This is an optimization exercise on Yosys and OpenROAD, whose aim is small area, a short achievable clock period and few clock cycles per item, not a production implementation. Where RTL was checked, it was by simulation tests only, not by an equivalence proof against the original. The RTL of run 2 was laid out without a check of its function.

File: flow/run.sh
#!/bin/bash
# Layout flow: the standard ORFS flow (standard.sh, unchanged synthesis), with the
# port buffers that placement inserts on every input and output made buf_1 cells
# instead of the default pick, and ORFS settings passed as make variables.
set -euo pipefail
cd "$(dirname "$0")/.."
bash standard.sh "BUFFER_PORTS_ARGS=-buffer_cell sky130_fd_sc_hd__buf_1" finish > standard_flow.log 2>&1
test -f out/final.def
File: standard.sh
#!/bin/bash
# synth_recipe.tcl (not shown) runs the flow's synth.tcl, then flattens the netlist and writes it again
# the make line also repeats each setting of config.mk as NAME=value (left out here)
make -C /OpenROAD-flow-scripts/flow DESIGN_CONFIG=/design/flow/config.mk WORK_HOME=/design/flow/orfs CLKGATE_MAP_FILE= SYNTH_SCRIPT=/design/flow/synth_recipe.tcl "${@:-finish}"
File: config.mk
export PLATFORM = sky130hd
export DESIGN_NAME = aes128_iter_core
export DESIGN_NICKNAME = aes128_iter_core
export VERILOG_FILES = /design/flow/design.v
export SDC_FILE = /design/flow/constraint.sdc
export NUM_CORES = 4
export LEC_CHECK = 0
export CAP_MARGIN = 20
export CORE_MARGIN = 2
export CORE_UTILIZATION = 55
export CTS_CLUSTER_DIAMETER = 90
export CTS_CLUSTER_SIZE = 27
export PLACE_DENSITY = 0.75
export SETUP_SLACK_MARGIN = 2.95
export SLEW_MARGIN = 20
export SYNTH_HIERARCHICAL = 1
File: constraint.sdc
create_clock -name core_clock -period 6.5 [get_ports {clk}]
set_input_delay 1.3000 -clock core_clock [delete_from_list [all_inputs] [get_ports {clk}]]
set_output_delay 1.3000 -clock core_clock [all_outputs]
set_load 0.01 [all_outputs]
File: design.v
package aes_pkg;
    typedef logic [127:0] aes_state_t;
    typedef enum logic [1:0] {
        IDLE = 2'd0,
        RUN  = 2'd1,
        DONE = 2'd2
    } fsm_state_e;
    function automatic logic [7:0] rcon_of(input logic [3:0] r);
        case (r)
            4'd1:    rcon_of = 8'h01;
            4'd2:    rcon_of = 8'h02;
            4'd3:    rcon_of = 8'h04;
            4'd4:    rcon_of = 8'h08;
            4'd5:    rcon_of = 8'h10;
            4'd6:    rcon_of = 8'h20;
            4'd7:    rcon_of = 8'h40;
            4'd8:    rcon_of = 8'h80;
            4'd9:    rcon_of = 8'h1b;
            4'd10:   rcon_of = 8'h36;
            default: rcon_of = 8'h00;
        endcase
    endfunction
    localparam logic [2047:0] SBOX_TBL = {
        128'h637c777bf26b6fc53001672bfed7ab76,
        128'hca82c97dfa5947f0add4a2af9ca472c0,
        128'hb7fd9326363ff7cc34a5e5f171d83115,
        128'h04c723c31896059a071280e2eb27b275,
        128'h09832c1a1b6e5aa0523bd6b329e32f84,
        128'h53d100ed20fcb15b6acbbe394a4c58cf,
        128'hd0efaafb434d338545f9027f503c9fa8,
        128'h51a3408f929d38f5bcb6da2110fff3d2,
        128'hcd0c13ec5f974417c4a77e3d645d1973,
        128'h60814fdc222a908846eeb814de5e0bdb,
        128'he0323a0a4906245cc2d3ac629195e479,
        128'he7c8376d8dd54ea96c56f4ea657aae08,
        128'hba78252e1ca6b4c6e8dd741f4bbd8b8a,
        128'h703eb5664803f60e613557b986c11d9e,
        128'he1f8981169d98e949b1e87e9ce5528df,
        128'h8ca1890dbfe6426841992d0fb054bb16
    };
    function automatic logic [7:0] sbox(input logic [7:0] b);
        sbox = SBOX_TBL[{~b, 3'b000} +: 8];
    endfunction
    function automatic logic [7:0] xtime(input logic [7:0] b);
        xtime = {b[6:0], 1'b0} ^ (b[7] ? 8'h1b : 8'h00);
    endfunction
endpackage
module aes_g_xor2 (input logic a, input logic b, output logic y);
  assign y = a ^ b;
endmodule
module aes_g_xnor2 (input logic a, input logic b, output logic y);
  assign y = ~(a ^ b);
endmodule
module aes_g_nand2 (input logic a, input logic b, output logic y);
  assign y = ~(a & b);
endmodule
module aes_g_nor2 (input logic a, input logic b, output logic y);
  assign y = ~(a | b);
endmodule
module aes_g_a22oi (input logic a1, input logic a2, input logic b1, input logic b2, output logic y);
  assign y = ~((a1 & a2) | (b1 & b2));
endmodule
module aes_g_o21ai (input logic a1, input logic a2, input logic b1, output logic y);
  assign y = ~((a1 | a2) & b1);
endmodule
module aes_g_a21o (input logic a1, input logic a2, input logic b1, output logic y);
  assign y = (a1 & a2) | b1;
endmodule
module aes_sbox_top (
    input  logic [7:0] x,
    output logic [6:0] m
);
  logic U0, U1, U2, U3, U4, U5, U6, U7;
  assign {U0, U1, U2, U3, U4, U5, U6, U7} = x;
  logic T7, T18, T19, M4, T3, T4, T13, T1, T5, M1, M5, T2;
  logic T10, T24, M17, M14, T11, T15, M11, M15, M21, T20, T9, T12;
  logic T16, M9, M6, M10, M19, T25, M23, T26, M8, T21, M7, M18;
  logic T27, M12, M13, M22, T14, M3, T23, T8, M2, M16, M20, M25;
  logic M28, M27, M29, M31, M32, M33, M26, M24, M30, M34, M35, M36;
  aes_g_xnor2 g0 (.a(U1), .b(U2), .y(T7));
  aes_g_xnor2 g1 (.a(U3), .b(U7), .y(T18));
  aes_g_xor2 g2 (.a(T7), .b(T18), .y(T19));
  aes_g_nand2 g3 (.a(T19), .b(U7), .y(M4));
  aes_g_xor2 g4 (.a(U0), .b(U6), .y(T3));
  aes_g_xor2 g5 (.a(U3), .b(U5), .y(T4));
  aes_g_xor2 g6 (.a(T3), .b(T4), .y(T13));
  aes_g_xor2 g7 (.a(U0), .b(U3), .y(T1));
  aes_g_xor2 g8 (.a(U4), .b(U6), .y(T5));
  aes_g_xor2 g9 (.a(T1), .b(T5), .y(m[2]));
  aes_g_nand2 g10 (.a(T13), .b(m[2]), .y(M1));
  aes_g_xor2 g11 (.a(M4), .b(M1), .y(M5));
  aes_g_xor2 g12 (.a(U0), .b(U5), .y(T2));
  aes_g_xnor2 g13 (.a(m[2]), .b(T7), .y(T10));
  aes_g_xor2 g14 (.a(T2), .b(T10), .y(T24));
  aes_g_xor2 g15 (.a(M5), .b(T24), .y(M17));
  aes_g_nand2 g16 (.a(T2), .b(T10), .y(M14));
  aes_g_xor2 g17 (.a(U1), .b(U5), .y(T11));
  aes_g_xor2 g18 (.a(T5), .b(T11), .y(T15));
  aes_g_nand2 g19 (.a(T1), .b(T15), .y(M11));
  aes_g_xnor2 g20 (.a(M14), .b(M11), .y(M15));
  aes_g_xnor2 g21 (.a(M17), .b(M15), .y(M21));
  aes_g_xor2 g22 (.a(T1), .b(T19), .y(T20));
  aes_g_xnor2 g23 (.a(U7), .b(T7), .y(T9));
  aes_g_xor2 g24 (.a(U2), .b(U5), .y(T12));
  aes_g_xor2 g25 (.a(T5), .b(T12), .y(T16));
  aes_g_xor2 g26 (.a(T9), .b(T16), .y(m[1]));
  aes_g_nand2 g27 (.a(T20), .b(m[1]), .y(M9));
  aes_g_nand2 g28 (.a(T3), .b(T16), .y(M6));
  aes_g_xor2 g29 (.a(M9), .b(M6), .y(M10));
  aes_g_xnor2 g30 (.a(M10), .b(M15), .y(M19));
  aes_g_xnor2 g31 (.a(T20), .b(m[1]), .y(T25));
  aes_g_xnor2 g32 (.a(M19), .b(T25), .y(M23));
  aes_g_xnor2 g33 (.a(T3), .b(T16), .y(T26));
  aes_g_xnor2 g34 (.a(T26), .b(M6), .y(M8));
  aes_g_xnor2 g35 (.a(U6), .b(U7), .y(T21));
  aes_g_xor2 g36 (.a(T7), .b(T21), .y(m[0]));
  aes_g_nand2 g37 (.a(m[0]), .b(T9), .y(M7));
  aes_g_xor2 g38 (.a(M8), .b(M7), .y(M18));
  aes_g_xor2 g39 (.a(T1), .b(T12), .y(T27));
  aes_g_nand2 g40 (.a(T4), .b(T27), .y(M12));
  aes_g_xor2 g41 (.a(M12), .b(M11), .y(M13));
  aes_g_xor2 g42 (.a(M18), .b(M13), .y(M22));
  aes_g_xor2 g43 (.a(m[2]), .b(T11), .y(T14));
  aes_g_xnor2 g44 (.a(T14), .b(M1), .y(M3));
  aes_g_xor2 g45 (.a(T2), .b(m[0]), .y(T23));
  aes_g_xor2 g46 (.a(U7), .b(m[2]), .y(T8));
  aes_g_nand2 g47 (.a(T23), .b(T8), .y(M2));
  aes_g_xnor2 g48 (.a(M3), .b(M2), .y(M16));
  aes_g_xor2 g49 (.a(M16), .b(M13), .y(M20));
  aes_g_nand2 g50 (.a(M22), .b(M20), .y(M25));
  aes_g_xor2 g51 (.a(M23), .b(M25), .y(M28));
  aes_g_xnor2 g52 (.a(M20), .b(M21), .y(M27));
  aes_g_nor2 g53 (.a(M28), .b(M27), .y(M29));
  aes_g_xor2 g54 (.a(M21), .b(M29), .y(m[6]));
  aes_g_nand2 g55 (.a(M20), .b(M23), .y(M31));
  aes_g_nor2 g56 (.a(M27), .b(M31), .y(M32));
  aes_g_xor2 g57 (.a(M27), .b(M25), .y(M33));
  aes_g_xor2 g58 (.a(M32), .b(M33), .y(m[5]));
  aes_g_xor2 g59 (.a(M21), .b(M25), .y(M26));
  aes_g_xnor2 g60 (.a(M22), .b(M23), .y(M24));
  aes_g_nor2 g61 (.a(M26), .b(M24), .y(M30));
  aes_g_xor2 g62 (.a(M23), .b(M30), .y(m[4]));
  aes_g_nand2 g63 (.a(M21), .b(M22), .y(M34));
  aes_g_nor2 g64 (.a(M24), .b(M34), .y(M35));
  aes_g_xnor2 g65 (.a(M24), .b(M25), .y(M36));
  aes_g_xnor2 g66 (.a(M35), .b(M36), .y(m[3]));
endmodule
module aes_sbox_bot (
    input  logic [7:0] x,
    input  logic [3:0] m,
    output logic [7:0] y
);
  logic U0, U1, U2, U3, U4, U5, U6, U7;
  assign {U0, U1, U2, U3, U4, U5, U6, U7} = x;
  logic M37, M38, M39, M40;
  assign {M37, M38, M39, M40} = m;
  logic T7, T9, M50, M42, T1, M61, M41, M45, T4, M62, L0, L13;
  logic T2, T21, T22, T23, M56, L16, M63, T5, T6, T10, M54, M43;
  logic T3, M58, L4, L19, L1, L20, M44, M46, T8, M47, T13, M55;
  logic L3, L7, L21, M48, T12, T16, T17, M51, L12, L22, M59, L8;
  logic L18, L2, L23, L15, T11, T15, M52, T27, M53, L9, L24, M49;
  logic L5, L6, L10, L25, L26, L27, T18, T19, T20, M60, L11, L14;
  logic L28, M57, L17, L29;
  aes_g_xnor2 g0 (.a(U1), .b(U2), .y(T7));
  aes_g_xnor2 g1 (.a(U7), .b(T7), .y(T9));
  aes_g_nand2 g2 (.a(M38), .b(T9), .y(M50));
  aes_g_xor2 g3 (.a(M37), .b(M39), .y(M42));
  aes_g_xor2 g4 (.a(U0), .b(U3), .y(T1));
  aes_g_nand2 g5 (.a(M42), .b(T1), .y(M61));
  aes_g_xor2 g6 (.a(M38), .b(M40), .y(M41));
  aes_g_xor2 g7 (.a(M42), .b(M41), .y(M45));
  aes_g_xor2 g8 (.a(U3), .b(U5), .y(T4));
  aes_g_nand2 g9 (.a(M45), .b(T4), .y(M62));
  aes_g_xor2 g10 (.a(M61), .b(M62), .y(L0));
  aes_g_xor2 g11 (.a(M50), .b(L0), .y(L13));
  aes_g_xor2 g12 (.a(U0), .b(U5), .y(T2));
  aes_g_xnor2 g13 (.a(U6), .b(U7), .y(T21));
  aes_g_xor2 g14 (.a(T7), .b(T21), .y(T22));
  aes_g_xor2 g15 (.a(T2), .b(T22), .y(T23));
  aes_g_nand2 g16 (.a(M40), .b(T23), .y(M56));
  aes_g_xor2 g17 (.a(M56), .b(L0), .y(L16));
  aes_g_nand2 g18 (.a(M41), .b(T2), .y(M63));
  aes_g_xor2 g19 (.a(U4), .b(U6), .y(T5));
  aes_g_xor2 g20 (.a(T1), .b(T5), .y(T6));
  aes_g_xnor2 g21 (.a(T6), .b(T7), .y(T10));
  aes_g_nand2 g22 (.a(M41), .b(T10), .y(M54));
  aes_g_xor2 g23 (.a(M37), .b(M38), .y(M43));
  aes_g_xor2 g24 (.a(U0), .b(U6), .y(T3));
  aes_g_nand2 g25 (.a(M43), .b(T3), .y(M58));
  aes_g_xor2 g26 (.a(M54), .b(M58), .y(L4));
  aes_g_xor2 g27 (.a(M63), .b(L4), .y(L19));
  aes_g_xnor2 g28 (.a(M50), .b(M56), .y(L1));
  aes_g_xor2 g29 (.a(L0), .b(L1), .y(L20));
  aes_g_xor2 g30 (.a(M39), .b(M40), .y(M44));
  aes_g_nand2 g31 (.a(M44), .b(T6), .y(M46));
  aes_g_xor2 g32 (.a(U7), .b(T6), .y(T8));
  aes_g_nand2 g33 (.a(M40), .b(T8), .y(M47));
  aes_g_xor2 g34 (.a(T3), .b(T4), .y(T13));
  aes_g_nand2 g35 (.a(M44), .b(T13), .y(M55));
  aes_g_xnor2 g36 (.a(M47), .b(M55), .y(L3));
  aes_g_xnor2 g37 (.a(M46), .b(L3), .y(L7));
  aes_g_xnor2 g38 (.a(L1), .b(L7), .y(L21));
  aes_g_nand2 g39 (.a(M39), .b(U7), .y(M48));
  aes_g_xor2 g40 (.a(U2), .b(U5), .y(T12));
  aes_g_xor2 g41 (.a(T5), .b(T12), .y(T16));
  aes_g_xor2 g42 (.a(T9), .b(T16), .y(T17));
  aes_g_nand2 g43 (.a(M37), .b(T17), .y(M51));
  aes_g_xnor2 g44 (.a(M48), .b(M51), .y(L12));
  aes_g_xnor2 g45 (.a(L3), .b(L12), .y(L22));
  aes_g_nand2 g46 (.a(M38), .b(T22), .y(M59));
  aes_g_xnor2 g47 (.a(M51), .b(M59), .y(L8));
  aes_g_xnor2 g48 (.a(M58), .b(L8), .y(L18));
  aes_g_xnor2 g49 (.a(M46), .b(M48), .y(L2));
  aes_g_xor2 g50 (.a(L18), .b(L2), .y(L23));
  aes_g_xnor2 g51 (.a(M55), .b(L1), .y(L15));
  aes_g_xor2 g52 (.a(U1), .b(U5), .y(T11));
  aes_g_xor2 g53 (.a(T5), .b(T11), .y(T15));
  aes_g_nand2 g54 (.a(M42), .b(T15), .y(M52));
  aes_g_xor2 g55 (.a(T1), .b(T12), .y(T27));
  aes_g_nand2 g56 (.a(M45), .b(T27), .y(M53));
  aes_g_xnor2 g57 (.a(M52), .b(M53), .y(L9));
  aes_g_xnor2 g58 (.a(L15), .b(L9), .y(L24));
  aes_g_nand2 g59 (.a(M43), .b(T16), .y(M49));
  aes_g_xor2 g60 (.a(M49), .b(M61), .y(L5));
  aes_g_xnor2 g61 (.a(M62), .b(L5), .y(L6));
  aes_g_xor2 g62 (.a(M53), .b(L4), .y(L10));
  aes_g_xnor2 g63 (.a(L6), .b(L10), .y(L25));
  aes_g_xnor2 g64 (.a(L7), .b(L9), .y(L26));
  aes_g_xor2 g65 (.a(L8), .b(L10), .y(L27));
  aes_g_xnor2 g66 (.a(U3), .b(U7), .y(T18));
  aes_g_xor2 g67 (.a(T7), .b(T18), .y(T19));
  aes_g_xor2 g68 (.a(T1), .b(T19), .y(T20));
  aes_g_nand2 g69 (.a(M37), .b(T20), .y(M60));
  aes_g_xnor2 g70 (.a(M60), .b(L2), .y(L11));
  aes_g_xnor2 g71 (.a(M52), .b(M61), .y(L14));
  aes_g_xnor2 g72 (.a(L11), .b(L14), .y(L28));
  aes_g_nand2 g73 (.a(M39), .b(T19), .y(M57));
  aes_g_xor2 g74 (.a(M57), .b(L1), .y(L17));
  aes_g_xor2 g75 (.a(L11), .b(L17), .y(L29));
  aes_g_xnor2 g76 (.a(L6), .b(L23), .y(y[0]));
  aes_g_xor2 g77 (.a(L13), .b(L27), .y(y[1]));
  aes_g_xnor2 g78 (.a(L25), .b(L29), .y(y[2]));
  aes_g_xor2 g79 (.a(L20), .b(L22), .y(y[3]));
  aes_g_xnor2 g80 (.a(L6), .b(L21), .y(y[4]));
  aes_g_xnor2 g81 (.a(L19), .b(L28), .y(y[5]));
  aes_g_xnor2 g82 (.a(L16), .b(L26), .y(y[6]));
  aes_g_xnor2 g83 (.a(L6), .b(L24), .y(y[7]));
endmodule
module aes_sbox_bot7 (
    input  logic [7:0] x,
    input  logic [6:0] m,
    output logic [7:0] y
);
  logic U0, U1, U2, U3, U4, U5, U6, U7;
  assign {U0, U1, U2, U3, U4, U5, U6, U7} = x;
  logic M37, M38, M39, M40, T6, T17, T22;
  assign {M37, M38, M39, M40, T6, T17, T22} = m;
  logic T7, T9, M50, M42, T1, M61, M41, M45, T4, M62, L0, L13;
  logic T2, T23, M56, L16, M63, T10, M54, M43, T3, M58, L4, L19;
  logic L1, L20, M44, M46, T8, M47, T13, M55, L3, L7, L21, M48;
  logic M51, L12, L22, M59, L8, L18, L2, L23, L15, T5, T11, T15;
  logic M52, T12, T27, M53, L9, L24, T16, M49, L5, L6, L10, L25;
  logic L26, L27, T18, T19, T20, M60, L11, L14, L28, M57, L17, L29;
  aes_g_xnor2 g0 (.a(U1), .b(U2), .y(T7));
  aes_g_xnor2 g1 (.a(U7), .b(T7), .y(T9));
  aes_g_nand2 g2 (.a(M38), .b(T9), .y(M50));
  aes_g_xor2 g3 (.a(M37), .b(M39), .y(M42));
  aes_g_xor2 g4 (.a(U0), .b(U3), .y(T1));
  aes_g_nand2 g5 (.a(M42), .b(T1), .y(M61));
  aes_g_xor2 g6 (.a(M38), .b(M40), .y(M41));
  aes_g_xor2 g7 (.a(M42), .b(M41), .y(M45));
  aes_g_xor2 g8 (.a(U3), .b(U5), .y(T4));
  aes_g_nand2 g9 (.a(M45), .b(T4), .y(M62));
  aes_g_xor2 g10 (.a(M61), .b(M62), .y(L0));
  aes_g_xor2 g11 (.a(M50), .b(L0), .y(L13));
  aes_g_xor2 g12 (.a(U0), .b(U5), .y(T2));
  aes_g_xor2 g13 (.a(T2), .b(T22), .y(T23));
  aes_g_nand2 g14 (.a(M40), .b(T23), .y(M56));
  aes_g_xor2 g15 (.a(M56), .b(L0), .y(L16));
  aes_g_nand2 g16 (.a(M41), .b(T2), .y(M63));
  aes_g_xnor2 g17 (.a(T6), .b(T7), .y(T10));
  aes_g_nand2 g18 (.a(M41), .b(T10), .y(M54));
  aes_g_xor2 g19 (.a(M37), .b(M38), .y(M43));
  aes_g_xor2 g20 (.a(U0), .b(U6), .y(T3));
  aes_g_nand2 g21 (.a(M43), .b(T3), .y(M58));
  aes_g_xor2 g22 (.a(M54), .b(M58), .y(L4));
  aes_g_xor2 g23 (.a(M63), .b(L4), .y(L19));
  aes_g_xnor2 g24 (.a(M50), .b(M56), .y(L1));
  aes_g_xor2 g25 (.a(L0), .b(L1), .y(L20));
  aes_g_xor2 g26 (.a(M39), .b(M40), .y(M44));
  aes_g_nand2 g27 (.a(M44), .b(T6), .y(M46));
  aes_g_xor2 g28 (.a(U7), .b(T6), .y(T8));
  aes_g_nand2 g29 (.a(M40), .b(T8), .y(M47));
  aes_g_xor2 g30 (.a(T3), .b(T4), .y(T13));
  aes_g_nand2 g31 (.a(M44), .b(T13), .y(M55));
  aes_g_xnor2 g32 (.a(M47), .b(M55), .y(L3));
  aes_g_xnor2 g33 (.a(M46), .b(L3), .y(L7));
  aes_g_xnor2 g34 (.a(L1), .b(L7), .y(L21));
  aes_g_nand2 g35 (.a(M39), .b(U7), .y(M48));
  aes_g_nand2 g36 (.a(M37), .b(T17), .y(M51));
  aes_g_xnor2 g37 (.a(M48), .b(M51), .y(L12));
  aes_g_xnor2 g38 (.a(L3), .b(L12), .y(L22));
  aes_g_nand2 g39 (.a(M38), .b(T22), .y(M59));
  aes_g_xnor2 g40 (.a(M51), .b(M59), .y(L8));
  aes_g_xnor2 g41 (.a(M58), .b(L8), .y(L18));
  aes_g_xnor2 g42 (.a(M46), .b(M48), .y(L2));
  aes_g_xor2 g43 (.a(L18), .b(L2), .y(L23));
  aes_g_xnor2 g44 (.a(M55), .b(L1), .y(L15));
  aes_g_xor2 g45 (.a(U4), .b(U6), .y(T5));
  aes_g_xor2 g46 (.a(U1), .b(U5), .y(T11));
  aes_g_xor2 g47 (.a(T5), .b(T11), .y(T15));
  aes_g_nand2 g48 (.a(M42), .b(T15), .y(M52));
  aes_g_xor2 g49 (.a(U2), .b(U5), .y(T12));
  aes_g_xor2 g50 (.a(T1), .b(T12), .y(T27));
  aes_g_nand2 g51 (.a(M45), .b(T27), .y(M53));
  aes_g_xnor2 g52 (.a(M52), .b(M53), .y(L9));
  aes_g_xnor2 g53 (.a(L15), .b(L9), .y(L24));
  aes_g_xor2 g54 (.a(T5), .b(T12), .y(T16));
  aes_g_nand2 g55 (.a(M43), .b(T16), .y(M49));
  aes_g_xor2 g56 (.a(M49), .b(M61), .y(L5));
  aes_g_xnor2 g57 (.a(M62), .b(L5), .y(L6));
  aes_g_xor2 g58 (.a(M53), .b(L4), .y(L10));
  aes_g_xnor2 g59 (.a(L6), .b(L10), .y(L25));
  aes_g_xnor2 g60 (.a(L7), .b(L9), .y(L26));
  aes_g_xor2 g61 (.a(L8), .b(L10), .y(L27));
  aes_g_xnor2 g62 (.a(U3), .b(U7), .y(T18));
  aes_g_xor2 g63 (.a(T7), .b(T18), .y(T19));
  aes_g_xor2 g64 (.a(T1), .b(T19), .y(T20));
  aes_g_nand2 g65 (.a(M37), .b(T20), .y(M60));
  aes_g_xnor2 g66 (.a(M60), .b(L2), .y(L11));
  aes_g_xnor2 g67 (.a(M52), .b(M61), .y(L14));
  aes_g_xnor2 g68 (.a(L11), .b(L14), .y(L28));
  aes_g_nand2 g69 (.a(M39), .b(T19), .y(M57));
  aes_g_xor2 g70 (.a(M57), .b(L1), .y(L17));
  aes_g_xor2 g71 (.a(L11), .b(L17), .y(L29));
  aes_g_xnor2 g72 (.a(L6), .b(L23), .y(y[0]));
  aes_g_xor2 g73 (.a(L13), .b(L27), .y(y[1]));
  aes_g_xnor2 g74 (.a(L25), .b(L29), .y(y[2]));
  aes_g_xor2 g75 (.a(L20), .b(L22), .y(y[3]));
  aes_g_xnor2 g76 (.a(L6), .b(L21), .y(y[4]));
  aes_g_xnor2 g77 (.a(L19), .b(L28), .y(y[5]));
  aes_g_xnor2 g78 (.a(L16), .b(L26), .y(y[6]));
  aes_g_xnor2 g79 (.a(L6), .b(L24), .y(y[7]));
endmodule
module aes_mixcol (
    input  logic [31:0] col,
    output logic [31:0] res_n
);
  logic [7:0] a [4];
  logic [7:0] d [4];
  logic [7:0] s [4];
  logic [7:0] r [4];
  logic [7:0] b [4];
  assign a[0] = col[31 -: 8];
  assign res_n[31 -: 8] = b[0];
  assign a[1] = col[23 -: 8];
  assign res_n[23 -: 8] = b[1];
  assign a[2] = col[15 -: 8];
  assign res_n[15 -: 8] = b[2];
  assign a[3] = col[7 -: 8];
  assign res_n[7 -: 8] = b[3];
  aes_g_xor2 g0 (.a(a[0][0]), .b(a[1][0]), .y(d[0][0]));
  aes_g_xor2 g1 (.a(a[0][1]), .b(a[1][1]), .y(d[0][1]));
  aes_g_xor2 g2 (.a(a[0][2]), .b(a[1][2]), .y(d[0][2]));
  aes_g_xor2 g3 (.a(a[0][3]), .b(a[1][3]), .y(d[0][3]));
  aes_g_xor2 g4 (.a(a[0][4]), .b(a[1][4]), .y(d[0][4]));
  aes_g_xor2 g5 (.a(a[0][5]), .b(a[1][5]), .y(d[0][5]));
  aes_g_xor2 g6 (.a(a[0][6]), .b(a[1][6]), .y(d[0][6]));
  aes_g_xor2 g7 (.a(a[0][7]), .b(a[1][7]), .y(d[0][7]));
  aes_g_xor2 g8 (.a(a[1][0]), .b(a[2][0]), .y(d[1][0]));
  aes_g_xor2 g9 (.a(a[1][1]), .b(a[2][1]), .y(d[1][1]));
  aes_g_xor2 g10 (.a(a[1][2]), .b(a[2][2]), .y(d[1][2]));
  aes_g_xor2 g11 (.a(a[1][3]), .b(a[2][3]), .y(d[1][3]));
  aes_g_xor2 g12 (.a(a[1][4]), .b(a[2][4]), .y(d[1][4]));
  aes_g_xor2 g13 (.a(a[1][5]), .b(a[2][5]), .y(d[1][5]));
  aes_g_xor2 g14 (.a(a[1][6]), .b(a[2][6]), .y(d[1][6]));
  aes_g_xor2 g15 (.a(a[1][7]), .b(a[2][7]), .y(d[1][7]));
  aes_g_xor2 g16 (.a(a[2][0]), .b(a[3][0]), .y(d[2][0]));
  aes_g_xor2 g17 (.a(a[2][1]), .b(a[3][1]), .y(d[2][1]));
  aes_g_xor2 g18 (.a(a[2][2]), .b(a[3][2]), .y(d[2][2]));
  aes_g_xor2 g19 (.a(a[2][3]), .b(a[3][3]), .y(d[2][3]));
  aes_g_xor2 g20 (.a(a[2][4]), .b(a[3][4]), .y(d[2][4]));
  aes_g_xor2 g21 (.a(a[2][5]), .b(a[3][5]), .y(d[2][5]));
  aes_g_xor2 g22 (.a(a[2][6]), .b(a[3][6]), .y(d[2][6]));
  aes_g_xor2 g23 (.a(a[2][7]), .b(a[3][7]), .y(d[2][7]));
  aes_g_xor2 g24 (.a(a[3][0]), .b(a[0][0]), .y(d[3][0]));
  aes_g_xor2 g25 (.a(a[3][1]), .b(a[0][1]), .y(d[3][1]));
  aes_g_xor2 g26 (.a(a[3][2]), .b(a[0][2]), .y(d[3][2]));
  aes_g_xor2 g27 (.a(a[3][3]), .b(a[0][3]), .y(d[3][3]));
  aes_g_xor2 g28 (.a(a[3][4]), .b(a[0][4]), .y(d[3][4]));
  aes_g_xor2 g29 (.a(a[3][5]), .b(a[0][5]), .y(d[3][5]));
  aes_g_xor2 g30 (.a(a[3][6]), .b(a[0][6]), .y(d[3][6]));
  aes_g_xor2 g31 (.a(a[3][7]), .b(a[0][7]), .y(d[3][7]));
  aes_g_xor2 g32 (.a(a[1][0]), .b(d[2][0]), .y(s[0][0]));
  aes_g_xor2 g33 (.a(a[1][1]), .b(d[2][1]), .y(s[0][1]));
  aes_g_xor2 g34 (.a(a[1][2]), .b(d[2][2]), .y(s[0][2]));
  aes_g_xor2 g35 (.a(a[1][3]), .b(d[2][3]), .y(s[0][3]));
  aes_g_xor2 g36 (.a(a[1][4]), .b(d[2][4]), .y(s[0][4]));
  aes_g_xor2 g37 (.a(a[1][5]), .b(d[2][5]), .y(s[0][5]));
  aes_g_xor2 g38 (.a(a[1][6]), .b(d[2][6]), .y(s[0][6]));
  aes_g_xor2 g39 (.a(a[1][7]), .b(d[2][7]), .y(s[0][7]));
  aes_g_xor2 g40 (.a(a[2][0]), .b(d[3][0]), .y(s[1][0]));
  aes_g_xor2 g41 (.a(a[2][1]), .b(d[3][1]), .y(s[1][1]));
  aes_g_xor2 g42 (.a(a[2][2]), .b(d[3][2]), .y(s[1][2]));
  aes_g_xor2 g43 (.a(a[2][3]), .b(d[3][3]), .y(s[1][3]));
  aes_g_xor2 g44 (.a(a[2][4]), .b(d[3][4]), .y(s[1][4]));
  aes_g_xor2 g45 (.a(a[2][5]), .b(d[3][5]), .y(s[1][5]));
  aes_g_xor2 g46 (.a(a[2][6]), .b(d[3][6]), .y(s[1][6]));
  aes_g_xor2 g47 (.a(a[2][7]), .b(d[3][7]), .y(s[1][7]));
  aes_g_xor2 g48 (.a(a[3][0]), .b(d[0][0]), .y(s[2][0]));
  aes_g_xor2 g49 (.a(a[3][1]), .b(d[0][1]), .y(s[2][1]));
  aes_g_xor2 g50 (.a(a[3][2]), .b(d[0][2]), .y(s[2][2]));
  aes_g_xor2 g51 (.a(a[3][3]), .b(d[0][3]), .y(s[2][3]));
  aes_g_xor2 g52 (.a(a[3][4]), .b(d[0][4]), .y(s[2][4]));
  aes_g_xor2 g53 (.a(a[3][5]), .b(d[0][5]), .y(s[2][5]));
  aes_g_xor2 g54 (.a(a[3][6]), .b(d[0][6]), .y(s[2][6]));
  aes_g_xor2 g55 (.a(a[3][7]), .b(d[0][7]), .y(s[2][7]));
  aes_g_xor2 g56 (.a(a[0][0]), .b(d[1][0]), .y(s[3][0]));
  aes_g_xor2 g57 (.a(a[0][1]), .b(d[1][1]), .y(s[3][1]));
  aes_g_xor2 g58 (.a(a[0][2]), .b(d[1][2]), .y(s[3][2]));
  aes_g_xor2 g59 (.a(a[0][3]), .b(d[1][3]), .y(s[3][3]));
  aes_g_xor2 g60 (.a(a[0][4]), .b(d[1][4]), .y(s[3][4]));
  aes_g_xor2 g61 (.a(a[0][5]), .b(d[1][5]), .y(s[3][5]));
  aes_g_xor2 g62 (.a(a[0][6]), .b(d[1][6]), .y(s[3][6]));
  aes_g_xor2 g63 (.a(a[0][7]), .b(d[1][7]), .y(s[3][7]));
  assign r[0][0] = d[0][7];
  aes_g_xor2 g64 (.a(d[0][0]), .b(d[0][7]), .y(r[0][1]));
  assign r[0][2] = d[0][1];
  aes_g_xor2 g65 (.a(d[0][2]), .b(d[0][7]), .y(r[0][3]));
  aes_g_xor2 g66 (.a(d[0][3]), .b(d[0][7]), .y(r[0][4]));
  assign r[0][5] = d[0][4];
  assign r[0][6] = d[0][5];
  assign r[0][7] = d[0][6];
  assign r[1][0] = d[1][7];
  aes_g_xor2 g67 (.a(d[1][0]), .b(d[1][7]), .y(r[1][1]));
  assign r[1][2] = d[1][1];
  aes_g_xor2 g68 (.a(d[1][2]), .b(d[1][7]), .y(r[1][3]));
  aes_g_xor2 g69 (.a(d[1][3]), .b(d[1][7]), .y(r[1][4]));
  assign r[1][5] = d[1][4];
  assign r[1][6] = d[1][5];
  assign r[1][7] = d[1][6];
  assign r[2][0] = d[2][7];
  aes_g_xor2 g70 (.a(d[2][0]), .b(d[2][7]), .y(r[2][1]));
  assign r[2][2] = d[2][1];
  aes_g_xor2 g71 (.a(d[2][2]), .b(d[2][7]), .y(r[2][3]));
  aes_g_xor2 g72 (.a(d[2][3]), .b(d[2][7]), .y(r[2][4]));
  assign r[2][5] = d[2][4];
  assign r[2][6] = d[2][5];
  assign r[2][7] = d[2][6];
  assign r[3][0] = d[3][7];
  aes_g_xor2 g73 (.a(d[3][0]), .b(d[3][7]), .y(r[3][1]));
  assign r[3][2] = d[3][1];
  aes_g_xor2 g74 (.a(d[3][2]), .b(d[3][7]), .y(r[3][3]));
  aes_g_xor2 g75 (.a(d[3][3]), .b(d[3][7]), .y(r[3][4]));
  assign r[3][5] = d[3][4];
  assign r[3][6] = d[3][5];
  assign r[3][7] = d[3][6];
  aes_g_xnor2 g76 (.a(s[0][0]), .b(r[0][0]), .y(b[0][0]));
  aes_g_xnor2 g77 (.a(s[0][1]), .b(r[0][1]), .y(b[0][1]));
  aes_g_xnor2 g78 (.a(s[0][2]), .b(r[0][2]), .y(b[0][2]));
  aes_g_xnor2 g79 (.a(s[0][3]), .b(r[0][3]), .y(b[0][3]));
  aes_g_xnor2 g80 (.a(s[0][4]), .b(r[0][4]), .y(b[0][4]));
  aes_g_xnor2 g81 (.a(s[0][5]), .b(r[0][5]), .y(b[0][5]));
  aes_g_xnor2 g82 (.a(s[0][6]), .b(r[0][6]), .y(b[0][6]));
  aes_g_xnor2 g83 (.a(s[0][7]), .b(r[0][7]), .y(b[0][7]));
  aes_g_xnor2 g84 (.a(s[1][0]), .b(r[1][0]), .y(b[1][0]));
  aes_g_xnor2 g85 (.a(s[1][1]), .b(r[1][1]), .y(b[1][1]));
  aes_g_xnor2 g86 (.a(s[1][2]), .b(r[1][2]), .y(b[1][2]));
  aes_g_xnor2 g87 (.a(s[1][3]), .b(r[1][3]), .y(b[1][3]));
  aes_g_xnor2 g88 (.a(s[1][4]), .b(r[1][4]), .y(b[1][4]));
  aes_g_xnor2 g89 (.a(s[1][5]), .b(r[1][5]), .y(b[1][5]));
  aes_g_xnor2 g90 (.a(s[1][6]), .b(r[1][6]), .y(b[1][6]));
  aes_g_xnor2 g91 (.a(s[1][7]), .b(r[1][7]), .y(b[1][7]));
  aes_g_xnor2 g92 (.a(s[2][0]), .b(r[2][0]), .y(b[2][0]));
  aes_g_xnor2 g93 (.a(s[2][1]), .b(r[2][1]), .y(b[2][1]));
  aes_g_xnor2 g94 (.a(s[2][2]), .b(r[2][2]), .y(b[2][2]));
  aes_g_xnor2 g95 (.a(s[2][3]), .b(r[2][3]), .y(b[2][3]));
  aes_g_xnor2 g96 (.a(s[2][4]), .b(r[2][4]), .y(b[2][4]));
  aes_g_xnor2 g97 (.a(s[2][5]), .b(r[2][5]), .y(b[2][5]));
  aes_g_xnor2 g98 (.a(s[2][6]), .b(r[2][6]), .y(b[2][6]));
  aes_g_xnor2 g99 (.a(s[2][7]), .b(r[2][7]), .y(b[2][7]));
  aes_g_xnor2 g100 (.a(s[3][0]), .b(r[3][0]), .y(b[3][0]));
  aes_g_xnor2 g101 (.a(s[3][1]), .b(r[3][1]), .y(b[3][1]));
  aes_g_xnor2 g102 (.a(s[3][2]), .b(r[3][2]), .y(b[3][2]));
  aes_g_xnor2 g103 (.a(s[3][3]), .b(r[3][3]), .y(b[3][3]));
  aes_g_xnor2 g104 (.a(s[3][4]), .b(r[3][4]), .y(b[3][4]));
  aes_g_xnor2 g105 (.a(s[3][5]), .b(r[3][5]), .y(b[3][5]));
  aes_g_xnor2 g106 (.a(s[3][6]), .b(r[3][6]), .y(b[3][6]));
  aes_g_xnor2 g107 (.a(s[3][7]), .b(r[3][7]), .y(b[3][7]));
endmodule
module aes_xnor_bank #(
    parameter int unsigned W = 128
) (
    input  logic [W-1:0] a,
    input  logic [W-1:0] b,
    output logic [W-1:0] y
);
  for (genvar i = 0; i < W; i++) begin : g_bit
    aes_g_xnor2 u_x (.a(a[i]), .b(b[i]), .y(y[i]));
  end
endmodule
module aes_sel3_bank #(
    parameter int unsigned W = 128
) (
    input  logic         s0,
    input  logic         s1,
    input  logic         s01,
    input  logic [W-1:0] a,
    input  logic [W-1:0] b,
    input  logic [W-1:0] c_n,
    output logic [W-1:0] y
);
  for (genvar i = 0; i < W; i++) begin : g_bit
    logic x;
    aes_g_a22oi u_p (.a1(s0), .a2(a[i]), .b1(s1), .b2(b[i]), .y(x));
    aes_g_o21ai u_o (.a1(s01), .a2(c_n[i]), .b1(x), .y(y[i]));
  end
endmodule
module aes_hold_bank #(
    parameter int unsigned W = 128
) (
    input  logic         ld_n,
    input  logic [W-1:0] d_n,
    input  logic [W-1:0] q,
    output logic [W-1:0] y
);
  for (genvar i = 0; i < W; i++) begin : g_bit
    logic x;
    aes_g_nand2 u_h (.a(ld_n), .b(q[i]), .y(x));
    aes_g_o21ai u_o (.a1(ld_n), .a2(d_n[i]), .b1(x), .y(y[i]));
  end
endmodule
module aes_xor_bank #(
    parameter int unsigned W = 128
) (
    input  logic [W-1:0] a,
    input  logic [W-1:0] b,
    output logic [W-1:0] y
);
  for (genvar i = 0; i < W; i++) begin : g_bit
    aes_g_xor2 u_x (.a(a[i]), .b(b[i]), .y(y[i]));
  end
endmodule
module aes128_iter_core #(
    parameter int unsigned ROUNDS_PER_CYCLE = 1
) (
    input  logic         clk,
    input  logic         rst_n,
    input  logic         in_valid,
    output logic         in_ready,
    input  logic [127:0] plaintext,
    input  logic [127:0] key,
    output logic         out_valid,
    input  logic         out_ready,
    output logic [127:0] ciphertext
);
    logic [127:0] a_s, a_k;         
    logic [127:0] b_u, b_k;         
    logic [111:0] b_m;              
    logic [15:0]  b_km;             
    logic [127:0] o_ct;             
    logic         o_v;
    logic         va, pa;           
    logic [3:0]   ra;               
    logic         vb, pb, lb;       
    logic [3:0]   rb;               
    logic         fa;               
    logic         fp;               
    logic [127:0] u;
    logic [111:0] m;
    logic [27:0]  km;
    logic [31:0]  w3a;
    aes_xor_bank #(.W(128)) u_ark (.a(a_s), .b(a_k), .y(u));
    for (genvar j = 0; j < 16; j++) begin : g_top
        aes_sbox_top u_st (.x(u[8*j +: 8]), .m(m[7*j +: 7]));
    end
    assign w3a = {a_k[23:0], a_k[31:24]};
    for (genvar j = 0; j < 4; j++) begin : g_ktop
        aes_sbox_top u_kt (.x(w3a[8*j +: 8]), .m(km[7*j +: 7]));
    end
    always_ff @(posedge clk) begin
        b_u  <= u;
        b_m  <= m;
        b_k  <= a_k;
        for (int j = 0; j < 4; j++) b_km[4*j +: 4] <= km[7*j + 3 +: 4];
    end
    logic [127:0] sub, shf, mc_n, kn_n, fin_ct_n;
    logic [31:0]  w3b, subrot;
    logic [31:0]  w0, w1, w2, w3, p0, p1, p2, p3;
    logic [7:0]   rcon;
    for (genvar j = 0; j < 16; j++) begin : g_bot
        aes_sbox_bot7 u_sb (.x(b_u[8*j +: 8]), .m(b_m[7*j +: 7]), .y(sub[8*j +: 8]));
    end
    always_comb begin
        for (int c = 0; c < 4; c++) begin
            for (int r = 0; r < 4; r++) begin
                shf[127-8*(4*c+r) -: 8] = sub[127-8*(4*((c+r)%4)+r) -: 8];
            end
        end
    end
    for (genvar c = 0; c < 4; c++) begin : g_mc
        aes_mixcol u_mc (.col(shf[127-32*c -: 32]), .res_n(mc_n[127-32*c -: 32]));
    end
    assign w3b = {b_k[23:0], b_k[31:24]};
    for (genvar j = 0; j < 4; j++) begin : g_kbot
        aes_sbox_bot u_kb (.x(w3b[8*j +: 8]), .m(b_km[4*j +: 4]), .y(subrot[8*j +: 8]));
    end
    always_comb begin
        case (rb)
            4'd0:    rcon = 8'h01;
            4'd1:    rcon = 8'h02;
            4'd2:    rcon = 8'h04;
            4'd3:    rcon = 8'h08;
            4'd4:    rcon = 8'h10;
            4'd5:    rcon = 8'h20;
            4'd6:    rcon = 8'h40;
            4'd7:    rcon = 8'h80;
            4'd8:    rcon = 8'h1b;
            4'd9:    rcon = 8'h36;
            default: rcon = 8'h00;
        endcase
    end
    assign {w0, w1, w2, w3} = b_k;
    assign p0 = w0 ^ {rcon, 24'h0};
    assign p1 = p0 ^ w1;
    assign p2 = p1 ^ w2;
    assign p3 = p2 ^ w3;
    aes_xnor_bank #(.W(128)) u_kx (.a({p0, p1, p2, p3}), .b({4{subrot}}), .y(kn_n));
    aes_xor_bank #(.W(128)) u_fin (.a(shf), .b(kn_n), .y(fin_ct_n));
    logic o_free, fin, wt, acc;
    logic va_n, pa_n, fa_n;
    logic [3:0] ra_n;
    logic ir_a, fin_n;
    assign o_free   = !o_v || out_ready;
    assign fin      = fp && o_free;
    assign fin_n    = !fin;
    assign wt       = lb && !fin;
    assign ir_a     = !vb || (fp && !o_v);
    aes_g_a21o u_ir (.a1(fp), .a2(out_ready), .b1(ir_a), .y(in_ready));
    assign acc      = in_valid && in_ready;
    logic         sel_hold;
    logic [127:0] a_s_d, a_k_d;
    assign sel_hold = !vb || lb;         
    aes_sel3_bank #(.W(128)) u_sels (.s0(in_ready), .s1(wt), .s01(sel_hold),
                                     .a(plaintext), .b(b_u), .c_n(mc_n), .y(a_s_d));
    aes_sel3_bank #(.W(128)) u_selk (.s0(in_ready), .s1(wt), .s01(sel_hold),
                                     .a(key), .b(b_k), .c_n(kn_n), .y(a_k_d));
    logic [127:0] o_ct_d;
    aes_hold_bank #(.W(128)) u_oh (.ld_n(fin_n), .d_n(fin_ct_n), .q(o_ct), .y(o_ct_d));
    always_ff @(posedge clk) begin
        a_s <= a_s_d;
        a_k <= a_k_d;
        o_ct <= o_ct_d;
    end
    always_comb begin
        va_n = vb && !fin;
        pa_n = pb;
        ra_n = rb + 4'd1;
        if (acc) begin
            va_n = 1'b1;
            pa_n = 1'b0;
            ra_n = 4'd0;
        end else if (wt) begin
            pa_n = ~pb;
            ra_n = rb;
        end
    end
    assign fa_n = !acc && !fa;
    always_ff @(posedge clk) begin
        ra <= ra_n;
        pa <= pa_n;
        rb <= ra;
        pb <= pa;
        fa <= fa_n;
        if (!rst_n) begin
            va  <= 1'b0;
            vb  <= 1'b0;
            lb  <= 1'b0;
            fp  <= 1'b0;
            o_v <= 1'b0;
        end else begin
            va <= va_n;
            vb <= va;
            lb <= va && (ra == 4'd9);
            fp <= va && (ra == 4'd9) && !pa && (!va_n || !fa_n);
            if (fin) begin
                o_v <= 1'b1;
            end else if (out_ready) begin
                o_v <= 1'b0;
            end
        end
    end
    assign out_valid  = o_v;
    assign ciphertext = o_ct;
endmodule
==> results of run 1 <==
-- per-module statistics from Yosys, one instance, submodules excluded, a selection --
module	times used	flops+latches	cells inside
aes_g_o21ai	384	0	1
aes_g_xnor2	1180	0	1
aes128_iter_core	1	792	947
aes_g_nor2	80	0	1
aes_g_nand2	728	0	1
aes_g_a22oi	256	0	1
aes_g_xor2	1912	0	1
aes_g_a21o	1	0	1
-- flip-flops by register name (all words and copies together) (netlist names), 8 cells and up --
signal	count
a_k	128
a_s	128
b_k	128
b_km	16
b_m	112
b_u	128
o_ct	128
rcon	8
-- stage by stage --
stage	setup WS [ps]	utilization [%]
after global placement	2360	58.9
after CTS	2880	61.4
after floorplan	-1350	-
after global routing	2800	63.5
final	2930	63.5
after detailed placement	2410	59.0
-- worst max path at each step --
stage | end | slack (ps) | depth (start not counted)
2_1_floorplan | ra[1] | -1350 | 4
5_1_grt | o_ct[45] | 2800 | 10
3_5_place_dp | o_ct[103] | 2410 | 11
3_3_place_gp | o_ct[40] | 2360 | 11
6_report | o_ct[40] | 2930 | 11
4_1_cts | a_s[114] | 2880 | 10
-- final cells by class --
class / instances / area, sq um / share of cell area (%)
Clock inverter: 18 / 249 / 0.414
Tap cell: 1265 / 1580 / 2.63
Sequential cell: 792 / 15900 / 26.4
Multi-Input combinational cell: 4691 / 39000 / 64.9
Timing Repair Buffer: 470 / 2190 / 3.65
Clock buffer: 49 / 1170 / 1.95
Inverter: 2 / 7.51 / 0.0125
Antenna cell: 1 / 2.50 / 0.00416
-- timing repair --
item / CTS / global route
hold buffers: 0 / 0
hold endpoints to repair: 0 / 0
setup buffers: 5 / 39
pin swaps: 5 / 30
gates resized for setup: 111 / 212
endpoints found under the setup margin: 216 / 261
-- cell usage after synthesis (3+ instances only) --
cell | number | share of area (%)
nand2_1 | 730 | 5.2
xor2_1 | 2017 | 34
and2_1 | 3 | 0.036
o21ai_1 | 384 | 3.7
o21ai_0 | 3 | 0.029
xnor2_1 | 1181 | 20
nand2b_1 | 4 | 0.048
a21oi_1 | 5 | 0.048
a22oi_2 | 256 | 6.1
dfxtp_1 | 792 | 30
nor2_1 | 86 | 0.62
clkbuf_1 | 3 | 0.022
-- cell families (layout without fill, tap and decap cells) --
| kind of cell | count (synthesis) | count (layout) | synth area share, % |
|---|---|---|---|
| AOI/OAI and AO/OA | 653 | 653 | 9.95 |
| and+or+nand+nor | 838 | 838 | 6.14 |
| xor gates and xnor gates | 3198 | 3198 | 53.5 |
| DFF | 792 | 792 | 30.3 |
| adders and majority gates | 1 | 1 | 0.0239 |
| buffers and inverters | 5 | 539 | 0.0359 |
| muxes | 1 | 1 | 0.0191 |
| other | 0 | 1 | 0 |
-- worst reg2reg max path: stages, from the launching register on --
cell     delay (ps)
dfxtp_1         540
xor2_1          350
xor2_1          270
xor2_1          160
nand2_1         110
xnor2_1         360
xnor2_1         180
xor2_1          380
xnor2_4         260
xnor2_1         370
xor2_2          350
o21ai_1         120
-- layout by cell type (no fill, tap or decap), types with 71 or more instances in the layout --
master   instances
o21ai_1        384
nand2_1        729
xor2_2         137
xnor2_2        137
xor2_1        1871
dfxtp_1        790
buf_4           71
nor2_1          86
buf_1          389
xnor2_1       1027
a22oi_2        256
-- metal layers --
layer | vias up | routed length, um | track usage (%) | share of wire (%)
li1 | 18500 | - | - | -
met1 | 19000 | 69300 | 43.5 | 41
met2 | 1627 | 75800 | 51.8 | 45
met3 | 390 | 13000 | 4.83 | 7.7
met4 | 2 | 11000 | 18.8 | 6.5
met5 | - | 12 | 0 | 0.0071
==> summary.txt, run 1 <==
Global-route wire length before repair = 242 mm
CP cell instances = xor2_1, xor2_1, xor2_1, nand2_1, xnor2_1, xnor2_1, xor2_1, xnor2_4, xnor2_1, xor2_2, o21ai_1
Synth unique cells = 29
HPWL after detailed placement = 135 mm
# setup viols final = 0
Startpoint types = flop
Data required, critical path = 7000 ps
CP endpoint kind = flop
Hold path endpoint = pb
Setup crit start = b_k[2]
Die Span X = 312 um
Yosys warns = 15
Hold Vio Cnt, Final = 0
Syn Area/Cell = 9.53 sq um
Synthesized instance count = 5488
Maxcap violations = 0
Core Area = 94600 sq um
Hold Crit Start = pa
Post-placement cell count = 7176
Final net count = 6260
Dpl cell area = 55800 sq um
Layout area overhead = 14.9%
Post-route cell area = 60100 sq um
Post-synth EDFFs = 0
GR Util All Layers = 33.0%
Worst Path Arrival = 4070 ps
Achievable Freq = 0.280 GHz
Clock Skews = 40.7 ps
Worst slew margin = 31.5%
Worst Hold Class = reg -> reg
Synth Register Bits = 792
Reg2Reg Launch Point = b_k[2]
CTS tree = done
Drt total wl = 169 mm
Syn_nets = 5749
Post-route DRC = 0
Site Rows = 113
Final Cycle Share = 54.9%
Cell area after synthesis = 52300 sq um
1st-pass router iterations = 6
Die Y-Extent = 312 um
Most used cell, CP = xor2_1
CTS H-tree depth = 2
Root Buffer = clkbuf_16
Vias in the first global route = 38300
Clock Path Buffers = 3
Layout Cells excl Fill = 7288
Gr ovfl total = 0
R2R cell count = 11
Slowest stage cell on the critical path = dfxtp_1
Initial antenna violation count = 2
Num CTS Buffers = 42
Sequential fraction of the synthesis area = 30.3%
Largest fanout on the critical path = 6
Vias per inst = 5.43
Final Max Tran Viols = 0
Die area = 97600 sq um
Slew @ Worst Pin = 1020 ps
Hold Path Stages = 0
CP max stage delay = 540 ps
FF-to-FF End = o_ct[40]
Top Ports = 390
Remaining antenna violation count = 0
Starting Density = 55.3%
Routed via count = 39500
Crit path max-delay family = XOR/XNOR gates
Initial DRC count = 3346
CTS Sinks = 792
FILL cells = 7887
Ys async rst share = 0%
Main flop type after synthesis = dfxtp_1
Status = complete, no violations
Critical path class = reg -> reg
Setup TNS = 0 ps
Share of cells above drive strength 1 = 11.8%
Largest net degree at the start of global routing = 167
Clk slew on worst S/H paths = 110 ps
Port bufs = 389
WL/cell = 23.2 um
Final min period = 3570 ps
Clk latency of the worst-skew pair = 640 ps
Final GP Congestion = 1.02
RSZ-0062 raised after global routing = true
CP Buf/Inv Count = 0
R2R setup slack = 2930 ps
Hold slack = 360 ps
Testbench counts, summed over its fixed seeds: cycles 16,024, items 1,600.
==> run 2: changes to the inputs <==
--- a/design.v
+++ b/design.v
@@ -145,107 +145,6 @@
   aes_g_xnor2 g65 (.a(M24), .b(M25), .y(M36));
   aes_g_xnor2 g66 (.a(M35), .b(M36), .y(m[3]));
 endmodule
-module aes_sbox_bot (
-    input  logic [7:0] x,
-    input  logic [3:0] m,
-    output logic [7:0] y
-);
-  logic U0, U1, U2, U3, U4, U5, U6, U7;
-  assign {U0, U1, U2, U3, U4, U5, U6, U7} = x;
-  logic M37, M38, M39, M40;
-  assign {M37, M38, M39, M40} = m;
-  logic T7, T9, M50, M42, T1, M61, M41, M45, T4, M62, L0, L13;
-  logic T2, T21, T22, T23, M56, L16, M63, T5, T6, T10, M54, M43;
-  logic T3, M58, L4, L19, L1, L20, M44, M46, T8, M47, T13, M55;
-  logic L3, L7, L21, M48, T12, T16, T17, M51, L12, L22, M59, L8;
-  logic L18, L2, L23, L15, T11, T15, M52, T27, M53, L9, L24, M49;
-  logic L5, L6, L10, L25, L26, L27, T18, T19, T20, M60, L11, L14;
-  logic L28, M57, L17, L29;
-  aes_g_xnor2 g0 (.a(U1), .b(U2), .y(T7));
-  aes_g_xnor2 g1 (.a(U7), .b(T7), .y(T9));
-  aes_g_nand2 g2 (.a(M38), .b(T9), .y(M50));
-  aes_g_xor2 g3 (.a(M37), .b(M39), .y(M42));
-  aes_g_xor2 g4 (.a(U0), .b(U3), .y(T1));
-  aes_g_nand2 g5 (.a(M42), .b(T1), .y(M61));
-  aes_g_xor2 g6 (.a(M38), .b(M40), .y(M41));
-  aes_g_xor2 g7 (.a(M42), .b(M41), .y(M45));
-  aes_g_xor2 g8 (.a(U3), .b(U5), .y(T4));
-  aes_g_nand2 g9 (.a(M45), .b(T4), .y(M62));
-  aes_g_xor2 g10 (.a(M61), .b(M62), .y(L0));
-  aes_g_xor2 g11 (.a(M50), .b(L0), .y(L13));
-  aes_g_xor2 g12 (.a(U0), .b(U5), .y(T2));
-  aes_g_xnor2 g13 (.a(U6), .b(U7), .y(T21));
-  aes_g_xor2 g14 (.a(T7), .b(T21), .y(T22));
-  aes_g_xor2 g15 (.a(T2), .b(T22), .y(T23));
-  aes_g_nand2 g16 (.a(M40), .b(T23), .y(M56));
-  aes_g_xor2 g17 (.a(M56), .b(L0), .y(L16));
-  aes_g_nand2 g18 (.a(M41), .b(T2), .y(M63));
-  aes_g_xor2 g19 (.a(U4), .b(U6), .y(T5));
-  aes_g_xor2 g20 (.a(T1), .b(T5), .y(T6));
-  aes_g_xnor2 g21 (.a(T6), .b(T7), .y(T10));
-  aes_g_nand2 g22 (.a(M41), .b(T10), .y(M54));
-  aes_g_xor2 g23 (.a(M37), .b(M38), .y(M43));
-  aes_g_xor2 g24 (.a(U0), .b(U6), .y(T3));
-  aes_g_nand2 g25 (.a(M43), .b(T3), .y(M58));
-  aes_g_xor2 g26 (.a(M54), .b(M58), .y(L4));
-  aes_g_xor2 g27 (.a(M63), .b(L4), .y(L19));
-  aes_g_xnor2 g28 (.a(M50), .b(M56), .y(L1));
-  aes_g_xor2 g29 (.a(L0), .b(L1), .y(L20));
-  aes_g_xor2 g30 (.a(M39), .b(M40), .y(M44));
-  aes_g_nand2 g31 (.a(M44), .b(T6), .y(M46));
-  aes_g_xor2 g32 (.a(U7), .b(T6), .y(T8));
-  aes_g_nand2 g33 (.a(M40), .b(T8), .y(M47));
-  aes_g_xor2 g34 (.a(T3), .b(T4), .y(T13));
-  aes_g_nand2 g35 (.a(M44), .b(T13), .y(M55));
-  aes_g_xnor2 g36 (.a(M47), .b(M55), .y(L3));
-  aes_g_xnor2 g37 (.a(M46), .b(L3), .y(L7));
-  aes_g_xnor2 g38 (.a(L1), .b(L7), .y(L21));
-  aes_g_nand2 g39 (.a(M39), .b(U7), .y(M48));
-  aes_g_xor2 g40 (.a(U2), .b(U5), .y(T12));
-  aes_g_xor2 g41 (.a(T5), .b(T12), .y(T16));
-  aes_g_xor2 g42 (.a(T9), .b(T16), .y(T17));
-  aes_g_nand2 g43 (.a(M37), .b(T17), .y(M51));
-  aes_g_xnor2 g44 (.a(M48), .b(M51), .y(L12));
-  aes_g_xnor2 g45 (.a(L3), .b(L12), .y(L22));
-  aes_g_nand2 g46 (.a(M38), .b(T22), .y(M59));
-  aes_g_xnor2 g47 (.a(M51), .b(M59), .y(L8));
-  aes_g_xnor2 g48 (.a(M58), .b(L8), .y(L18));
-  aes_g_xnor2 g49 (.a(M46), .b(M48), .y(L2));
-  aes_g_xor2 g50 (.a(L18), .b(L2), .y(L23));
-  aes_g_xnor2 g51 (.a(M55), .b(L1), .y(L15));
-  aes_g_xor2 g52 (.a(U1), .b(U5), .y(T11));
-  aes_g_xor2 g53 (.a(T5), .b(T11), .y(T15));
-  aes_g_nand2 g54 (.a(M42), .b(T15), .y(M52));
-  aes_g_xor2 g55 (.a(T1), .b(T12), .y(T27));
-  aes_g_nand2 g56 (.a(M45), .b(T27), .y(M53));
-  aes_g_xnor2 g57 (.a(M52), .b(M53), .y(L9));
-  aes_g_xnor2 g58 (.a(L15), .b(L9), .y(L24));
-  aes_g_nand2 g59 (.a(M43), .b(T16), .y(M49));
-  aes_g_xor2 g60 (.a(M49), .b(M61), .y(L5));
-  aes_g_xnor2 g61 (.a(M62), .b(L5), .y(L6));
-  aes_g_xor2 g62 (.a(M53), .b(L4), .y(L10));
-  aes_g_xnor2 g63 (.a(L6), .b(L10), .y(L25));
-  aes_g_xnor2 g64 (.a(L7), .b(L9), .y(L26));
-  aes_g_xor2 g65 (.a(L8), .b(L10), .y(L27));
-  aes_g_xnor2 g66 (.a(U3), .b(U7), .y(T18));
-  aes_g_xor2 g67 (.a(T7), .b(T18), .y(T19));
-  aes_g_xor2 g68 (.a(T1), .b(T19), .y(T20));
-  aes_g_nand2 g69 (.a(M37), .b(T20), .y(M60));
-  aes_g_xnor2 g70 (.a(M60), .b(L2), .y(L11));
-  aes_g_xnor2 g71 (.a(M52), .b(M61), .y(L14));
-  aes_g_xnor2 g72 (.a(L11), .b(L14), .y(L28));
-  aes_g_nand2 g73 (.a(M39), .b(T19), .y(M57));
-  aes_g_xor2 g74 (.a(M57), .b(L1), .y(L17));
-  aes_g_xor2 g75 (.a(L11), .b(L17), .y(L29));
-  aes_g_xnor2 g76 (.a(L6), .b(L23), .y(y[0]));
-  aes_g_xor2 g77 (.a(L13), .b(L27), .y(y[1]));
-  aes_g_xnor2 g78 (.a(L25), .b(L29), .y(y[2]));
-  aes_g_xor2 g79 (.a(L20), .b(L22), .y(y[3]));
-  aes_g_xnor2 g80 (.a(L6), .b(L21), .y(y[4]));
-  aes_g_xnor2 g81 (.a(L19), .b(L28), .y(y[5]));
-  aes_g_xnor2 g82 (.a(L16), .b(L26), .y(y[6]));
-  aes_g_xnor2 g83 (.a(L6), .b(L24), .y(y[7]));
-endmodule
 module aes_sbox_bot7 (
     input  logic [7:0] x,
     input  logic [6:0] m,
@@ -557,7 +456,7 @@
     logic [127:0] a_s, a_k;         
     logic [127:0] b_u, b_k;         
     logic [111:0] b_m;              
-    logic [15:0]  b_km;             
+    logic [27:0]  b_km;             
     logic [127:0] o_ct;             
     logic         o_v;
     logic         va, pa;           
@@ -582,7 +481,7 @@
         b_u  <= u;
         b_m  <= m;
         b_k  <= a_k;
-        for (int j = 0; j < 4; j++) b_km[4*j +: 4] <= km[7*j + 3 +: 4];
+        b_km <= km;
     end
     logic [127:0] sub, shf, mc_n, kn_n, fin_ct_n;
     logic [31:0]  w3b, subrot;
@@ -603,7 +502,7 @@
     end
     assign w3b = {b_k[23:0], b_k[31:24]};
     for (genvar j = 0; j < 4; j++) begin : g_kbot
-        aes_sbox_bot u_kb (.x(w3b[8*j +: 8]), .m(b_km[4*j +: 4]), .y(subrot[8*j +: 8]));
+        aes_sbox_bot7 u_kb (.x(w3b[8*j +: 8]), .m(b_km[7*j +: 7]), .y(subrot[8*j +: 8]));
     end
     always_comb begin
         case (rb)
==> flow/run.sh (replaced) <==
#!/bin/bash
# Layout flow: the standard ORFS flow (standard.sh, unchanged synthesis), with the
# port buffers that placement inserts on every input and output made buf_2 cells
# instead of the default pick, and ORFS settings passed as make variables.
set -euo pipefail
cd "$(dirname "$0")/.."
bash standard.sh "BUFFER_PORTS_ARGS=-buffer_cell sky130_fd_sc_hd__buf_2" finish > standard_flow.log 2>&1
test -f out/final.def
--- a/config.mk
+++ b/config.mk
@@ -8,9 +8,9 @@
 export CAP_MARGIN = 20
 export CORE_MARGIN = 2
 export CORE_UTILIZATION = 55
-export CTS_CLUSTER_DIAMETER = 90
-export CTS_CLUSTER_SIZE = 27
+export CTS_CLUSTER_DIAMETER = 80
+export CTS_CLUSTER_SIZE = 24
 export PLACE_DENSITY = 0.75
-export SETUP_SLACK_MARGIN = 2.95
+export SETUP_SLACK_MARGIN = 2.8
 export SLEW_MARGIN = 20
 export SYNTH_HIERARCHICAL = 1
==> summary.txt, run 2 <==
Status = complete, no violations (unchanged)
Final net count = 6244 (was 6260)
Port bufs = 389 (unchanged)
Setup TNS = 0 ps (unchanged)
Hold Vio Cnt, Final = 0 (unchanged)
Final GP Congestion = 1.01 (was 1.02)
Worst Hold Class = reg -> reg (unchanged)
Post-placement cell count = 7190 (was 7176)
Remaining antenna violation count = 0 (unchanged)
CP endpoint kind = flop (unchanged)
Core Area = 94700 sq um (was 94600 sq um)
Main flop type after synthesis = dfxtp_1 (unchanged)
R2R cell count = 9 (was 11)
Sequential fraction of the synthesis area = 30.7% (was 30.3%)
GR Util All Layers = 33.0% (about the same)
Vias per inst = 5.33 (was 5.43)
Slew @ Worst Pin = 1240 ps (was 1020 ps)
Routed via count = 38800 (was 39500)
Global-route wire length before repair = 241 mm (was 242 mm)
Top-area cell type share of the netlist area = 33.5% (was 33.8%)
Gr ovfl total = 0 (unchanged)
R2R setup slack = 2770 ps (was 2930 ps)
Starting Density = 55.3% (about the same)
Layout Cells excl Fill = 7278 (was 7288)
Synth Register Bits = 804 (was 792)
Achievable Freq = 0.268 GHz (was 0.280 GHz)
Hold Path Stages = 0 (unchanged)
Most common cell after layout, fill and taps aside = xor2_1 (unchanged)
Dpl ws = 2440 ps (was 2410 ps)
Most frequent cells in the layout = xor2_1 (1922), xnor2_1 (1121), dfxtp_1 (803), nand2_1 (729), buf_2 (389) (was xor2_1 (1871), xnor2_1 (1027), dfxtp_1 (790), nand2_1 (729), buf_1 (389))
HPWL after detailed placement = 135 mm (about the same)
Syn_nets = 5745 (was 5749)
Cell area after synthesis = 52400 sq um (was 52300 sq um)
Root Buffer = clkbuf_16 (unchanged)
Largest fanout on the critical path = 6 (unchanged)
Setup ws final = 2770 ps (was 2930 ps)
Ys async rst share = 0% (unchanged)
Reg2Reg Launch Point = b_k[10] (was b_k[2])
CTS tree = done (unchanged)
Critical path class = reg -> reg (unchanged)
Share of cells above drive strength 1 = 15.5% (was 11.8%)
Die Y-Extent = 313 um (was 312 um)
Hold path endpoint = pb (unchanged)
Num CTS Buffers = 47 (was 42)
Core Util, Final = 62.5% (was 63.5%)
Diode count = 0 (was 1)
Hold_buf cts = 0 (unchanged)
Yosys warns = 15 (unchanged)
Initial antenna violation count = 1 (was 2)
CTS H-tree depth = 2 (unchanged)
Die Span X = 313 um (was 312 um)
Post-route cell area = 59200 sq um (was 60100 sq um)
Hold Crit Start = pa (unchanged)
# setup viols final = 0 (unchanged)
Syn Area/Cell = 9.56 sq um (was 9.53 sq um)
Final Cycle Share = 57.3% (was 54.9%)
Vias in the first global route = 37600 (was 38300)
Top Ports = 390 (unchanged)
Post-synth EDFFs = 0 (unchanged)
WL/cell = 22.9 um (was 23.2 um)
Synth area leaders = xor2_1 (33%), dfxtp_1 (31%), xnor2_1 (20%) (was xor2_1 (34%), dfxtp_1 (30%), xnor2_1 (20%))
Final min period = 3730 ps (was 3570 ps)
Maxcap violations = 0 (unchanged)
Top cells by count, synth = xor2_1 (2005), xnor2_1 (1177), dfxtp_1 (804), nand2_1 (730), o21ai_1 (384) (was xor2_1 (2017), xnor2_1 (1181), dfxtp_1 (792), nand2_1 (730), o21ai_1 (384))
Site Rows = 113 (unchanged)
Clk latency of the worst-skew pair = 690 ps (was 640 ps)
Cell taking the most area after synthesis = xor2_1 (unchanged)
1st-pass router iterations = 5 (was 6)
Count leader, synth = xor2_1 (unchanged)
Startpoint types = flop (unchanged)
Final Max Tran Viols = 0 (unchanged)
Die area = 97800 sq um (was 97600 sq um)
Initial DRC count = 3123 (was 3346)
Clock Skews = 49.3 ps (was 40.7 ps)
RSZ-0062 raised after global routing = true (unchanged)
Clock Path Buffers = 3 (unchanged)
Drt total wl = 167 mm (was 169 mm)
Largest net degree at the start of global routing = 141 (was 167)
Dpl cell area = 56500 sq um (was 55800 sq um)
Synth unique cells = 29 (unchanged)
FF-to-FF End = o_ct[52] (was o_ct[40])
Synthesized instance count = 5484 (was 5488)
Layout area overhead = 13.0% (was 14.9%)
Hold slack = 348 ps (was 360 ps)
Post-route DRC = 0 (unchanged)
Worst slew margin = 16.9% (was 31.5%)
Worst Path Arrival = 4250 ps (was 4070 ps)
CTS Sinks = 804 (was 792)
Data required, critical path = 7030 ps (was 7000 ps)
Clk slew on worst S/H paths = 90 ps (was 110 ps)
-- run 2: cell types whose count changed after synthesis --
cell	previous run	this run
dfxtp_1	792	804
xor2_1	2017	2005
xnor2_1	1181	1177
-- run 2: logic make-up after synthesis --
kind of cell               share of synthesized area, %
and+or+nand+nor                                    6.12
muxes                                            0.0191
AOI/OAI and AO/OA                                  9.93
DFF                                                30.7
adders and majority gates                        0.0239
buffers and inverters                            0.0358
xor gates and xnor gates                           53.2
-- run 2: how the worst max path moves through the flow --
stage	start	end	slack, ps	cells past startpoint
after floorplan	out_ready	ra[1]	-1350	4
after global placement	b_u[66]	a_s[35]	2360	11
after detailed placement	b_u[69]	a_s[35]	2440	11
after CTS	b_u[106]	a_s[63]	2740	11
after global routing	b_u[100]	a_s[75]	2660	10
final	b_k[10]	o_ct[52]	2770	9
-- run 2: cell type report --
type,instances,area [sq um]
fill,8102,35500
sequential,804,16100
multi-input combinational,4677,37500
clock buffer,54,1250
tap,1265,1580
clock inverter,25,343
timing repair buffer,451,2460
inverter,2,7.51
-- run 2: repair_timing --
item,in CTS,in global routing
gates resized for setup,26,119
setup buffers,0,7
endpoints found under the hold margin,0,0
setup endpoints to repair,57,157
pin swaps,0,4
gates cloned,2,0
-- run 2: per-module statistics from Yosys (local to each module, per instance), a selection --
| module | times used | cells inside | flops+latches |
|---|---|---|---|
| aes_g_nand2 | 728 | 1 | 0 |
| aes_g_xnor2 | 1176 | 1 | 0 |
| aes_g_o21ai | 384 | 1 | 0 |
| aes128_iter_core | 1 | 959 | 804 |
| aes_g_nor2 | 80 | 1 | 0 |
| aes_g_a21o | 1 | 1 | 0 |
| aes_g_xor2 | 1900 | 1 | 0 |
| aes_g_a22oi | 256 | 1 | 0 |
-- run 2: worst max-delay path: stages (launching register included) --
cell	delay [ps]
dfxtp_1	560
xor2_1	250
xor2_1	160
nand2_1	120
xnor2_1	490
xnor2_1	160
xnor2_1	940
xnor2_1	260
xor2_1	520
o21ai_1	130
-- run 2: routing by layer --
| metal | global-route usage, % | wire [um] |
|---|---|---|
| met1 | 44.5 | 71200 |
| met2 | 52.4 | 74700 |
| met3 | 4.31 | 12000 |
| met4 | 15.5 | 8990 |
| met5 | 0 | 11 |

-- port drivers added, routing unchanged --
No port has a modelled driver above. Below, the same layouts with a new extraction and two added sets of constraints. Step 1 sets driving cells, clkbuf_16 on the clock port and buf_2 on the other inputs (assumed; they add their load-dependent delay and slew). Step 2 moves the port delays by t, midway between the first and last clock arrival at a register: inputs arrive t later, outputs are due t later. That takes back most of the time a late clock gives input paths. Slacks: ideal / step 1 / step 2; pairs: ideal / step 1.
run | t, ns | slack for setup (ns) | worst setup path at the end | worst data-port slew with drivers (ns)
run 1 | 0.695 | 2.931 / 2.931 / 2.809 | input to register | 0.12
run 2 | 0.734 | 2.773 / 2.757 / 2.773 | register to register | 0.06
After both steps setup and hold are still met in every run listed. The setup slack of run 1, which loses most, moves by 0.000 ns with the drivers and by -0.122 ns with both steps.
